This design comes from an exercise in tuning for small area and a short achievable clock period on the open sky130 flow, not from production work. The RTL was checked by simulation tests, not by an equivalence proof against the original design.

## flow/design.v (module list and top-level ports; edited modules follow where they fit)
// module dds_sine: 42 lines
// module dds_sine_rom: 2187 lines
// module dds_g_a211oi_1: 3 lines
// module dds_g_a21oi_1: 3 lines
// module dds_g_a221oi_1: 3 lines
// module dds_g_a221oi_2: 3 lines
// module dds_g_a22oi_1: 3 lines
// module dds_g_a31o_1: 3 lines
// module dds_g_a31oi_1: 3 lines
// module dds_g_a32oi_1: 3 lines
// module dds_g_buf_2: 3 lines
// module dds_g_buf_6: 3 lines
// module dds_g_clkbuf_1: 3 lines
// module dds_g_inv_1: 3 lines
// module dds_g_inv_2: 3 lines
// module dds_g_inv_4: 3 lines
// module dds_g_inv_6: 3 lines
// module dds_g_inv_8: 3 lines
// module dds_g_lpflow_clkbufkapwr_1: 3 lines
// module dds_g_lpflow_clkinvkapwr_1: 3 lines
// module dds_g_nand2_1: 3 lines
// module dds_g_nand2_2: 3 lines
// module dds_g_nand2_4: 3 lines
// module dds_g_nand3_1: 3 lines
// module dds_g_nand3b_1: 3 lines
// module dds_g_nand4_1: 3 lines
// module dds_g_nor2_1: 3 lines
// module dds_g_nor2_2: 3 lines
// module dds_g_nor2_4: 3 lines
// module dds_g_nor3_1: 3 lines
// module dds_g_o2111ai_1: 3 lines
// module dds_g_o211ai_1: 3 lines
// module dds_g_o211ai_2: 3 lines
// module dds_g_o21a_1: 3 lines
// module dds_g_o21ai_0: 3 lines
// module dds_g_o21ai_1: 3 lines
// module dds_g_o21ai_2: 3 lines
// module dds_g_o221ai_1: 3 lines
// module dds_g_o22ai_1: 3 lines
// module dds_g_o311ai_0: 3 lines
// module dds_g_o311ai_1: 3 lines
// module dds_g_o31ai_1: 3 lines
// module dds_g_o32ai_1: 3 lines
// module dds_g_xnor2_2: 3 lines
// module dds_fir_gen: 1245 lines
// module dds_fa: 4 lines
// module dds_ha: 4 lines
module dds_fir_gen (
   input  logic        aclk_0,
   input  logic        aresetn_0,
   input  logic [31:0] pinc_0,
   output logic [31:0] m_axis_data_tdata_0,
   output logic        M_AXIS_DATA_0_tvalid
);
  // ...
==> flow/run.sh <==
#!/bin/bash
# synth_recipe.tcl (not shown) runs the flow's synth.tcl, then flattens the netlist and writes it again
# the make line also repeats each setting of config.mk as NAME=value (left out here)
make -C /OpenROAD-flow-scripts/flow DESIGN_CONFIG=/design/flow/config.mk WORK_HOME=/design/flow/orfs CLKGATE_MAP_FILE= SYNTH_SCRIPT=/design/flow/synth_recipe.tcl finish
==> flow/config.mk <==
export PLATFORM = sky130hd
export DESIGN_NAME = dds_fir_gen
export DESIGN_NICKNAME = dds_fir_gen
export VERILOG_FILES = /design/flow/design.v
export SDC_FILE = /design/flow/constraint.sdc
export NUM_CORES = 4
export LEC_CHECK = 0
export CAP_MARGIN = 5
export CORE_MARGIN = 2
export CORE_UTILIZATION = 55
export CTS_BUF_LIST = sky130_fd_sc_hd__clkbuf_16
export CTS_CLUSTER_DIAMETER = 70
export CTS_CLUSTER_SIZE = 25
export SETUP_SLACK_MARGIN = 4.9
export SLEW_MARGIN = 5
export SYNTH_HIERARCHICAL = 1
==> flow/constraint.sdc <==
create_clock -name core_clock -period 8.0 [get_ports {aclk_0}]
set_input_delay 1.6000 -clock core_clock [delete_from_list [all_inputs] [get_ports {aclk_0}]]
set_output_delay 1.6000 -clock core_clock [all_outputs]
set_load 0.01 [all_outputs]
==> run summary, run 1 <==
status=no timing/DRC/antenna violations; vias in the first global route=15915; sequential area share after synthesis=0.400; CP Buf/Inv Count=0; crit path kind=flop to flop; register area=roughly 9400 um^2; WL met3=approximately 3400 um; complex-gate fraction of the synthesized area=0.132; CP startpoint kind=flop; Final Instance Count excl. Fillers=2561; total number of vias=14704; CP Launch Point=vl_q[0][4]; post-route ant nets=0; n_diodes=0; Peak Freq=roughly 330 MHz; M2 GR Usage=0.437; Post-CTS Setup Bufs=0; Pins Over Slew Limit=0; Initial DRT Pass Iterations=6; HP Start=vl_q[1][15]; clock latency (worst-skew pair)=0.60 ns; Largest delay share family, worst path=adder cells; top_reg_cell synth=dfxtp_1; flop-to-flop setup slack=4.94 ns; met1 usage in global routing=0.363; Most Crowded Layer GR=met2; most common cell in the synthesized netlist=dfxtp_1; largest net degree at the start of global routing=65; max reg flops=198; PostCTS Resize Cnt=38; crit-path cells=fa_1 > ha_1 > and2_1 > a311oi_2 > a2111oi_2 > nor2_2 > nand2_1 > a31oi_2 > xnor2_1; Max-cap violations=0; adder-cell share of the synthesized area=0.319; final hold violations=0
==> run 2: changes to the inputs <==
==> flow/flow/run.sh (new file) <==
#!/bin/bash
set -o pipefail
export CTS_ARGS="-sink_clustering_enable -repair_clock_nets -sink_clustering_size 25 -sink_clustering_max_diameter 70 -buf_list sky130_fd_sc_hd__clkbuf_16 -dont_use_dummy_load"
cp standard.sh standard_sh_copy.txt 2>/dev/null
bash standard.sh > standard.log 2>&1
==> flow/standard.sh (new file) <==
#!/bin/bash
# synth_recipe.tcl (not shown) runs the flow's synth.tcl, then flattens the netlist and writes it again
# the make line also repeats each setting of config.mk as NAME=value (left out here)
make -C /OpenROAD-flow-scripts/flow DESIGN_CONFIG=/design/flow/config.mk WORK_HOME=/design/flow/orfs CLKGATE_MAP_FILE= SYNTH_SCRIPT=/design/flow/synth_recipe.tcl "${@:-finish}"
--- a/flow/config.mk
+++ b/flow/config.mk
@@ -5,12 +5,12 @@
 export SDC_FILE = /design/flow/constraint.sdc
 export NUM_CORES = 4
 export LEC_CHECK = 0
-export CAP_MARGIN = 5
+export CAP_MARGIN = 20
 export CORE_MARGIN = 2
 export CORE_UTILIZATION = 55
 export CTS_BUF_LIST = sky130_fd_sc_hd__clkbuf_16
 export CTS_CLUSTER_DIAMETER = 70
 export CTS_CLUSTER_SIZE = 25
 export SETUP_SLACK_MARGIN = 4.9
-export SLEW_MARGIN = 5
+export SLEW_MARGIN = 20
 export SYNTH_HIERARCHICAL = 1
removed: flow/run.sh
==> run summary, run 2 <==
largest cells by area after synthesis=dfxtp_1, fa_1, dfrtp_1; crit path kind=flop to flop; fin util=0.607; Max-cap violations=0 (unchanged); complex-gate fraction of the synthesized area=0.132 (unchanged); RSZ-0062 raised after global routing=true; top_reg_cell synth=dfxtp_1; clock sink count=452; sequential area share after synthesis=0.400 (unchanged); CP startpoint kind=flop; initial DRC count=1075; fin crit period=roughly 3.1 ns; via/cell ratio=5.78; Initial DRT Pass Iterations=5 (-1); total number of vias=14709 (+0.034%); Worst Hold Class=flop to flop; Setup Skew=between 0.09 and 0.1 ns; post-route ant nets=0 (unchanged); initial antenna violation count=0; Die Area=44300 um^2; most frequent cells in the layout=dfxtp_1, fa_1, nand2_1; IO buf count=between 50 and 60; EDFF count, synth=0; slowest CP cell=fa_1; most common cell in the synthesized netlist=dfxtp_1; Yosys top cell by area=dfxtp_1; CTS Buffer Depth=3; Setup WS post-layout=roughly 4.9 ns; first-pass GRT wire length=89900 um; hold_ws=0.284 ns; fin nets=2454; yosys warns=10; post-synth design cell area=23500 um^2; status=no timing/DRC/antenna violations; CP required=8.44 ns; worst path arrival time=3.54 ns; cts hold-fix bufs=0; commonest non-fill, non-tap cell in the layout=dfxtp_1; share of the synthesized area in the top cell type=0.331; crit end category=flop; flops & latches, synth=452; CTS HTree Levels=1; Pins Over Slew Limit=0 (unchanged); adder-cell share of the synthesized area=0.319 (unchanged); Peak Freq=323 MHz (-1.3%); Largest delay share family, worst path=adder cells; post-detail-place hpwl=44100 um; gr usage total=0.266; vias in the first global route=15848 (-0.42%); Synth top cells by count=dfxtp_1, fa_1, nand2_1; max reg flops=198 (unchanged); final hold violations=0 (unchanged); overall routed net length=56400 um; most used cell, CP=fa_1; CP Buf/Inv Count=0 (unchanged); GPL Wtd Cong=1.01; asr flop ratio synth=0.142; total CTS buffers=27; DRC=0; post-synthesis xor/xnor area fraction=0.0347; Chip Width=~210 um; share of layout cells above drive strength 1=0.122; Core Region=42000 um^2; num rows=75; Synth Instances=1938; area delta synth->final=8.82%; TritonCTS clock tree=built; largest family of logic cells by synthesized area=adder cells; pre-CTS setup slack=4.29 ns; final worst path period share=0.387; starting density of the core=0.558; clock latency (worst-skew pair)=0.60 ns (about the same); post-synthesis mux area share=0.000854; routed wire length per instance=~22 um; final setup violation count=0; Die Y=around 210 um; clock-pin slew on the worst setup and hold paths=0.09 ns; sum of negative setup slack=0 ns; largest net degree at the start of global routing=65 (unchanged); Top reg by flops=vl_q; n_diodes=0 (unchanged); crit-path max FO=3; Root Buffer Master=clkbuf_16; Simple-Gate Fraction of Synth Area=0.0782; Max-slew headroom=0.320; Worst path max stage delay=0.58 ns; Yosys cell types=74; gr ovfl total=0; syn_area_per_cell=12.1 um^2; crit-path cells=fa_1 > fa_1 > ha_4 > nor2b_4 > o211ai_1 > a21o_1 > nand4b_1 > a31oi_2 > o21bai_1 > xor2_1; slew of the pin with the lowest slew margin=approximately 1 ns; Boundary Pins=67; biggest regs=vl_q (198), cs2_q (48), sd_q (48)
run 2: cell counts after synthesis:
Identical to the previous run, type by type.
run 2: layout make-up:
cell class              count  area, um^2
flip-flops and latches    452        9400
multi-input cells        1312       13500
repair buffers             83         768
well taps                 539         674
fillers                  3415       16500
inverters                 133         499
clock buffers              27         676
run 2: metrics by stage:
| step | instance area [um^2] | std cells |
|---|---|---|
| 3_3_place_gp | 24500 | 2509 |
| 6_report | 25500 | 2546 |
| 2_1_floorplan | 23500 | 1944 |
| 5_1_grt | 25500 | 2546 |
| 4_1_cts | 25300 | 2536 |
| 3_5_place_dp | 24500 | 2509 |
run 2: worst paths after layout:
kind                                  start               end  slack (ns)  cells after the start
max                              sd_q[2][2]       vl_q[0][14]        4.90                     10
min                        u_sine.samp_q[9]        sd_q[1][9]        0.28                      0
max reg2reg                      sd_q[2][2]       vl_q[0][14]        4.90                     10
min reg2reg                u_sine.samp_q[9]        sd_q[1][9]        0.28                      0
max in group asynchronous         aresetn_0           y_q[20]        6.17                      2
min in group asynchronous         aresetn_0  u_sine.mid_q[10]        1.20                      2
run 2: repair_timing:
action | CTS | global route
gates cloned | 0 | 0
pin swaps | 3 | 25
gates resized for setup | 38 | 51
buffers inserted | 0 | 10
endpoints found under the setup margin | 32 | 38
run 2: per-layer routing:
metal | track usage | up-vias | part of all wire
met2 | 0.433 | 470 | 0.48
li1 | - | 6670 | -
met1 | 0.363 | 7431 | 0.42
met5 | 0 | - | 0
met4 | 0.0945 | 0 | 0.039
met3 | 0.0442 | 138 | 0.059
run 2: cells by family after synthesis:
family | count (synthesis)
AOI/OAI and AO/OA | 401
xor gates and xnor gates | 93
adders and majority gates | 411
buffers and inverters | 180
DFF | 452
muxes | 2
other | 1
and+or+nand+nor | 398
run 2: modules after synthesis (local to each module, per instance), a selection:
module | cells | flip-flops and latches
dds_g_a31o_1 | 1 | 0
dds_g_inv_6 | 1 | 0
dds_g_o2111ai_1 | 1 | 0
dds_g_o211ai_1 | 1 | 0
dds_g_o211ai_2 | 1 | 0
dds_g_o221ai_1 | 1 | 0
dds_g_o311ai_0 | 1 | 0
dds_ha | 1 | 0
run 2: worst reg2reg max path, cell delays in order, from the launching register on:
cell and delay, ns:
dfxtp_2 0.34, fa_1 0.49, fa_1 0.58, ha_4 0.22, nor2b_4 0.12, o211ai_1 0.25
a21o_1 0.27, nand4b_1 0.18, a31oi_2 0.25, o21bai_1 0.11, xor2_1 0.14
==> run 3: changes to the inputs <==
==> flow/flow/run.sh (replaced) <==
#!/bin/bash
set -o pipefail
export BUFFER_PORTS_ARGS="-buffer_cell sky130_fd_sc_hd__buf_2"
export CTS_ARGS="-sink_clustering_enable -repair_clock_nets -sink_clustering_size 25 -sink_clustering_max_diameter 70 -buf_list sky130_fd_sc_hd__clkbuf_16 -dont_use_dummy_load"
bash standard.sh > standard.log 2>&1
--- a/flow/config.mk
+++ b/flow/config.mk
@@ -11,6 +11,6 @@
 export CTS_BUF_LIST = sky130_fd_sc_hd__clkbuf_16
 export CTS_CLUSTER_DIAMETER = 70
 export CTS_CLUSTER_SIZE = 25
-export SETUP_SLACK_MARGIN = 4.9
+export SETUP_SLACK_MARGIN = 5.0
 export SLEW_MARGIN = 20
 export SYNTH_HIERARCHICAL = 1
==> run summary, run 3 <==
post-detail-place hpwl=45000 um (+2.1%); largest net degree at the start of global routing=65 (unchanged); GPL Wtd Cong=1.01 (+0.72%); worst path arrival time=3.39 ns (-0.15 ns); CP startpoint kind=flop; crit-path cells=buf_4 > nand2_1 > nand2_1 > nor2_1 > buf_4 > inv_1 > nand3_1 > nand3_1 > a31oi_1 > o221ai_2 > nand3_1; total number of vias=14835 (+0.86%); hold_ws=0.307 ns (+0.0225 ns); clock latency (worst-skew pair)=0.61 ns (about the same); EDFF count, synth=0 (unchanged); crit end category=flop; CTS Buffer Depth=3 (unchanged); Worst Hold Class=flop to flop; share of the synthesized area in the top cell type=0.331 (unchanged); CTS HTree Levels=1 (unchanged); yosys warns=10 (unchanged); IO buf count=59 (unchanged); flops & latches, synth=452 (unchanged); Initial DRT Pass Iterations=8 (+3); area delta synth->final=8.57%; Die Area=44300 um^2 (unchanged); sequential area share after synthesis=0.400 (unchanged); status=no timing/DRC/antenna violations; num rows=75 (unchanged); Largest delay share family, worst path=simple AND/OR/NAND/NOR gates; DRC=0 (unchanged); starting density of the core=0.558 (unchanged); Boundary Pins=67 (unchanged); vias in the first global route=15907 (+0.37%); most used cell, CP=nand3_1; total CTS buffers=31 (+15%); crit-path max FO=15 (+12); final setup violation count=0 (unchanged); gr ovfl total=0 (unchanged); Setup Skew=0.0849 ns (-0.0110 ns); routed wire length per instance=22.8 um (+3.0%); final worst path period share=0.379 (-0.00857); clock-pin slew on the worst setup and hold paths=0.09 ns (about the same); first-pass GRT wire length=92400 um (+2.7%); Chip Width=210 um (unchanged); Yosys cell types=74 (unchanged); max reg flops=198 (unchanged); largest cells by area after synthesis=dfxtp_1, fa_1, dfrtp_1; most common cell in the synthesized netlist=dfxtp_1; fin nets=2449 (-0.20%); asr flop ratio synth=0.142 (unchanged); overall routed net length=58000 um (+2.8%); biggest regs=vl_q (198), cs2_q (48), sd_q (48); initial antenna violation count=0 (unchanged); post-synth design cell area=23500 um^2 (unchanged); sum of negative setup slack=0 ns (unchanged); slowest CP cell=nand2_1; commonest non-fill, non-tap cell in the layout=dfxtp_1; Synth top cells by count=dfxtp_1, fa_1, nand2_1; gr usage total=0.274 (+0.00805); most frequent cells in the layout=dfxtp_1, fa_1, nand2_1; Final Instance Count excl. Fillers=2541 (-0.20%); top_reg_cell synth=dfxtp_1; placed cells=2507 (-0.080%); final hold violations=0 (unchanged); Top reg by flops=vl_q; crit path kind=flop to flop; share of layout cells above drive strength 1=0.178 (+0.0562); n_diodes=0 (unchanged); Die Y=210 um (unchanged); CP Buf/Inv Count=3 (+3); fin crit period=3.03 ns (-0.0686 ns); Core Region=42000 um^2 (unchanged); initial DRC count=1139 (+6.0%); CP required=8.36 ns (-0.08 ns); syn_area_per_cell=12.1 um^2 (unchanged); Peak Freq=330 MHz (+2.3%); cts hold-fix bufs=0 (unchanged); Yosys top cell by area=dfxtp_1; Max-cap violations=0 (unchanged); RSZ-0062 raised after global routing=true; Worst path max stage delay=0.45 ns (-0.13 ns); slew of the pin with the lowest slew margin=1.02 ns (+0.00662 ns); via/cell ratio=5.84 (+1.1%); TritonCTS clock tree=built; Synth Instances=1938 (unchanged); Fillers=3345 (-2.0%); post-route ant nets=0 (unchanged); Root Buffer Master=clkbuf_16; Pins Over Slew Limit=0 (unchanged); clock sink count=452 (unchanged); Max-slew headroom=0.317 (-0.00266)
run 3: cell counts after synthesis:
Identical to the previous run, type by type.
run 3: final timing paths:
path / from / slack [ns] / cells past startpoint / end
max: u_sine.a2_q[0] / 4.97 / 11 / u_sine.m3_q[7]
min: vl_q[5][1] / 0.31 / 0 / vl_q[6][1]
min reg2reg: vl_q[5][1] / 0.31 / 0 / vl_q[6][1]
max in group asynchronous: aresetn_0 / 6.15 / 2 / u_sine.hi_q[9]
max reg2reg: u_sine.a2_q[0] / 4.97 / 11 / u_sine.m3_q[7]
min in group asynchronous: aresetn_0 / 1.21 / 2 / u_sine.lo_q[0]
run 3: cell families (layout without fill, tap and decap cells):
| group | count (synthesis) | after routing | share of synthesized area |
|---|---|---|---|
| AND/OR/NAND/NOR | 398 | 398 | 0.0782 |
| adder cells (fa/ha/maj) | 411 | 411 | 0.319 |
| buffers and inverters | 180 | 238 | 0.0347 |
| multiplexers | 2 | 2 | 0.000854 |
| flip-flops | 452 | 452 | 0.400 |
| AO/OA/AOI/OAI | 401 | 401 | 0.132 |
| other | 1 | 7 | 0.000160 |
| XOR/XNOR | 93 | 93 | 0.0347 |
run 3: per-module statistics from Yosys (local to each module, per instance), a selection:
module / copies in the design / area (um^2) / cells inside / flops+latches
dds_fa: 305 / 20.0 / 1 / 0
dds_g_inv_2: 3 / 3.75 / 1 / 0
dds_g_inv_6: 1 / 3.75 / 1 / 0
dds_g_nand2_2: 6 / 3.75 / 1 / 0
dds_g_o21ai_1: 1 / 5.00 / 1 / 0
dds_g_o32ai_1: 1 / 16.3 / 1 / 0
dds_g_buf_2: 5 / 7.51 / 1 / 0
dds_g_nor2_1: 63 / 3.75 / 1 / 0
dds_g_inv_1: 38 / 3.75 / 1 / 0
dds_g_buf_6: 3 / 7.51 / 1 / 0
dds_g_nand2_4: 2 / 3.75 / 1 / 0
dds_g_nand4_1: 5 / 6.26 / 1 / 0
dds_g_a211oi_1: 6 / 12.5 / 1 / 0
run 3: stage by stage:
| stage | setup WS [ns] | utilization | instance area, um^2 |
|---|---|---|---|
| 2_1_floorplan | 4.90 | - | 23500 |
| 3_3_place_gp | 4.61 | 0.577 | 24300 |
| 3_5_place_dp | 4.58 | 0.577 | 24300 |
| 4_1_cts | 4.92 | 0.599 | 25200 |
| 5_1_grt | 4.84 | 0.606 | 25500 |
| 6_report | 4.97 | 0.606 | 25500 |
run 3: cell type report:
class	count	area (um^2)	area share
clock buffer	31	776	0.0305
inverter	133	512	0.0201
multi-input combinational	1312	13600	0.535
sequential	452	9470	0.372
tap	539	674	0.0265
timing repair buffer	74	415	0.0163
run 3: routing by layer:
layer | global-route usage | up-vias | share of wire
met5 | 0 | - | 0
met4 | 0.101 | 0 | 0.041
met3 | 0.0405 | 152 | 0.058
met2 | 0.440 | 511 | 0.47
met1 | 0.381 | 7478 | 0.43
li1 | - | 6694 | -
run 3: timing repair:
action / in CTS / in global routing
pin swaps: 3 / 18
setup buffers: 1 / 2
gates resized for setup: 40 / 96
endpoints found under the setup margin: 30 / 38
==> run 4: changes to the inputs <==
==> flow/flow/run.sh (replaced) <==
#!/bin/bash
set -o pipefail
export BUFFER_PORTS_ARGS="-buffer_cell sky130_fd_sc_hd__buf_2"
bash standard.sh > standard.log 2>&1
==> run summary, run 4 <==
largest cells by area after synthesis=dfxtp_1, fa_1, dfrtp_1; Chip Width=210 um (unchanged); gr ovfl total=0 (unchanged); Yosys cell types=74 (unchanged); slowest CP cell=fa_1; Max-cap violations=0 (unchanged); share of layout cells above drive strength 1=0.180 (+0.00143); crit-path max FO=3 (-12); DRC=0 (unchanged); Top reg by flops=vl_q; final worst path period share=0.373 (-0.00534); fin nets=2448 (-0.041%); biggest regs=vl_q (198), cs2_q (48), sd_q (48); Largest delay share family, worst path=adder cells; largest net degree at the start of global routing=65 (unchanged); vias in the first global route=15979 (+0.45%); Pins Over Slew Limit=0 (unchanged); Die Y=210 um (unchanged); placed cells=2507 (unchanged); CP startpoint kind=flop; CTS Buffer Depth=3 (unchanged); num rows=75 (unchanged); starting density of the core=0.558 (unchanged); Max-slew headroom=0.305 (-0.0123); asr flop ratio synth=0.142 (unchanged); most frequent cells in the layout=dfxtp_1, fa_1, nand2_1; clock-pin slew on the worst setup and hold paths=0.09 ns (about the same); Setup Skew=0.0150 ns (-0.0699 ns); Worst path max stage delay=0.57 ns (+0.12 ns); commonest non-fill, non-tap cell in the layout=dfxtp_1; final setup violation count=0 (unchanged); via/cell ratio=5.82 (-0.26%); crit end category=flop; slew of the pin with the lowest slew margin=1.04 ns (+0.0184 ns); post-synth design cell area=23500 um^2 (unchanged); crit-path cells=fa_1 > fa_1 > ha_4 > nor2b_4 > o211ai_1 > a21o_1 > nand4b_1 > a31oi_2 > o21bai_1 > xor2_1; n_diodes=0 (unchanged); top_reg_cell synth=dfxtp_1; syn_area_per_cell=12.1 um^2 (unchanged); most common cell in the synthesized netlist=dfxtp_1; worst path arrival time=3.48 ns (+0.09 ns); status=no timing/DRC/antenna violations; Core Region=42000 um^2 (unchanged); flops & latches, synth=452 (unchanged); CP Buf/Inv Count=0 (-3); Initial DRT Pass Iterations=5 (-3); Root Buffer Master=clkbuf_16; total CTS buffers=31 (unchanged); yosys warns=10 (unchanged); RSZ-0062 raised after global routing=true; clock sink count=452 (unchanged); clock latency (worst-skew pair)=0.61 ns (about the same); Die Area=44300 um^2 (unchanged); share of the synthesized area in the top cell type=0.331 (unchanged); total number of vias=14930 (+0.64%); fin crit period=2.99 ns (-0.0427 ns); CP required=8.50 ns (+0.14 ns); Synth top cells by count=dfxtp_1, fa_1, nand2_1; Synth Instances=1938 (unchanged); Peak Freq=335 MHz (+1.4%); sequential area share after synthesis=0.400 (unchanged); Yosys top cell by area=dfxtp_1; GPL Wtd Cong=1.01 (unchanged); area delta synth->final=9.99%; first-pass GRT wire length=92600 um (+0.17%); post-detail-place hpwl=45000 um (unchanged); most used cell, CP=fa_1; Boundary Pins=67 (unchanged); cts hold-fix bufs=0 (unchanged); IO buf count=59 (unchanged); sum of negative setup slack=0 ns (unchanged); max reg flops=198 (unchanged); Final Instance Count excl. Fillers=2564 (+0.91%); gr usage total=0.274 (+0.000391); initial DRC count=1061 (-6.8%); initial antenna violation count=0 (unchanged); final hold violations=0 (unchanged); EDFF count, synth=0 (unchanged); CTS HTree Levels=1 (unchanged); TritonCTS clock tree=built; routed wire length per instance=22.6 um (-0.82%); overall routed net length=58000 um (about the same); Worst Hold Class=flop to flop; post-route ant nets=0 (unchanged); crit path kind=flop to flop
## run 4: cell types whose count changed in the layout (fill, tap and decap cells not counted), moves of 2 or more
cell	change
dfxtp_1	+9
a21oi_1	+2
dfxtp_2	-9
clkinv_16	+4
clkinv_1	+4
clkinv_8	+3
inv_12	+3
ha_2	-3
ha_4	+3
inv_6	+3
inv_4	+2
inv_8	+3
## run 4: modules after synthesis (local to each module, per instance), a selection
| module | area (um^2) | flip-flops and latches |
|---|---|---|
| dds_g_clkbuf_1 | 7.51 | 0 |
| dds_g_nor2_2 | 3.75 | 0 |
| dds_g_nand2_2 | 3.75 | 0 |
| dds_g_o22ai_1 | 6.26 | 0 |
| dds_g_a31o_1 | 8.76 | 0 |
| dds_sine | 3920 | 86 |
| dds_g_o31ai_1 | 12.5 | 0 |
| dds_g_nand2_1 | 3.75 | 0 |
| dds_g_inv_8 | 3.75 | 0 |
| dds_g_o211ai_2 | 12.5 | 0 |
## run 4: final timing paths
| kind | startpoint | to | slack, ns | cells after the start |
|---|---|---|---|---|
| worst min register to register | vl_q[5][13] | vl_q[6][13] | 0.33 | 0 |
| min in group asynchronous | aresetn_0 | u_sine.lo_q[0] | 1.19 | 2 |
| worst min-delay path | vl_q[5][13] | vl_q[6][13] | 0.33 | 0 |
| worst max register to register | sd_q[2][2] | vl_q[0][14] | 5.01 | 10 |
| worst max-delay path | sd_q[2][2] | vl_q[0][14] | 5.01 | 10 |
| max in group asynchronous | aresetn_0 | y_q[18] | 6.22 | 2 |
## run 4: cells by family (layout without fill, tap and decap cells)
logic type               after synthesis  in the layout  synth area share
buffers and inverters                180            261            0.0347
other                                  1              7          0.000160
AO/OA/AOI/OAI                        401            401             0.132
AND/OR/NAND/NOR                      398            398            0.0782
XOR/XNOR                              93             93            0.0347
adder cells (fa/ha/maj)              411            411             0.319
multiplexers                           2              2          0.000854
flip-flops                           452            452             0.400
## run 4: cell type report
| cell class | instances | area [um^2] |
|---|---|---|
| clock buffers | 32 | 801 |
| clock inverters | 23 | 325 |
| fillers | 3323 | 16200 |
| inverters | 133 | 512 |
| multi-input cells | 1312 | 13600 |
| flip-flops and latches | 452 | 9460 |
| well taps | 539 | 674 |
| repair buffers | 73 | 404 |
## run 4: routing by layer
layer	GRT usage	wire, um	part of all wire
met4	0.100	2390	0.041
met2	0.442	27500	0.47
met5	0	0	0
met1	0.383	25100	0.43
met3	0.0371	3040	0.052
## run 4: stage by stage
stage	setup slack [ns]	hold WS [ns]	utilization	cell area, um^2
after floorplan	4.90	0.310	-	23500
after global placement	4.61	0.310	0.577	24300
after detailed placement	4.58	0.312	0.577	24300
after CTS	4.92	0.328	0.607	25500
after global routing	4.87	0.338	0.614	25800
final	5.01	0.331	0.614	25800
## run 4: repair_timing
action,CTS,global route
pin swaps,1,20
resized for setup,35,86
cloned,0,0
buffers inserted,0,2
endpoints found under the setup margin,30,40

==> re-timing with driven ports <==
The flow's constraints put no driver on any port. The routed layouts listed below were extracted and timed again, unchanged, in two steps. Step 1 assumes that a clkbuf_16 drives the clock port and a buf_2 every other input. Step 2 also shifts input and output timing later by t, the mid clock arrival at the registers, as if the neighbouring blocks saw the same clock. a / b / c = ideal / step 1 / step 2; a / b = the first two.
run | t (ns) | setup WS [ns] | slew at the worst register clock pin (ns)
run 1 | 0.647 | 4.944 / 4.891 / 4.344 | 0.10 / 0.10
run 2 | 0.613 | 4.903 / 4.882 / 4.389 | 0.10 / 0.10
run 3 | 0.620 | 4.971 / 4.971 / 4.596 | 0.09 / 0.09
run 4 | 0.662 | 5.014 / 5.014 / 4.572 | 0.10 / 0.10
After both steps every run listed still meets setup and hold. The setup slack of run 1, which loses most, moves by -0.053 ns with the drivers and by -0.600 ns with both steps.
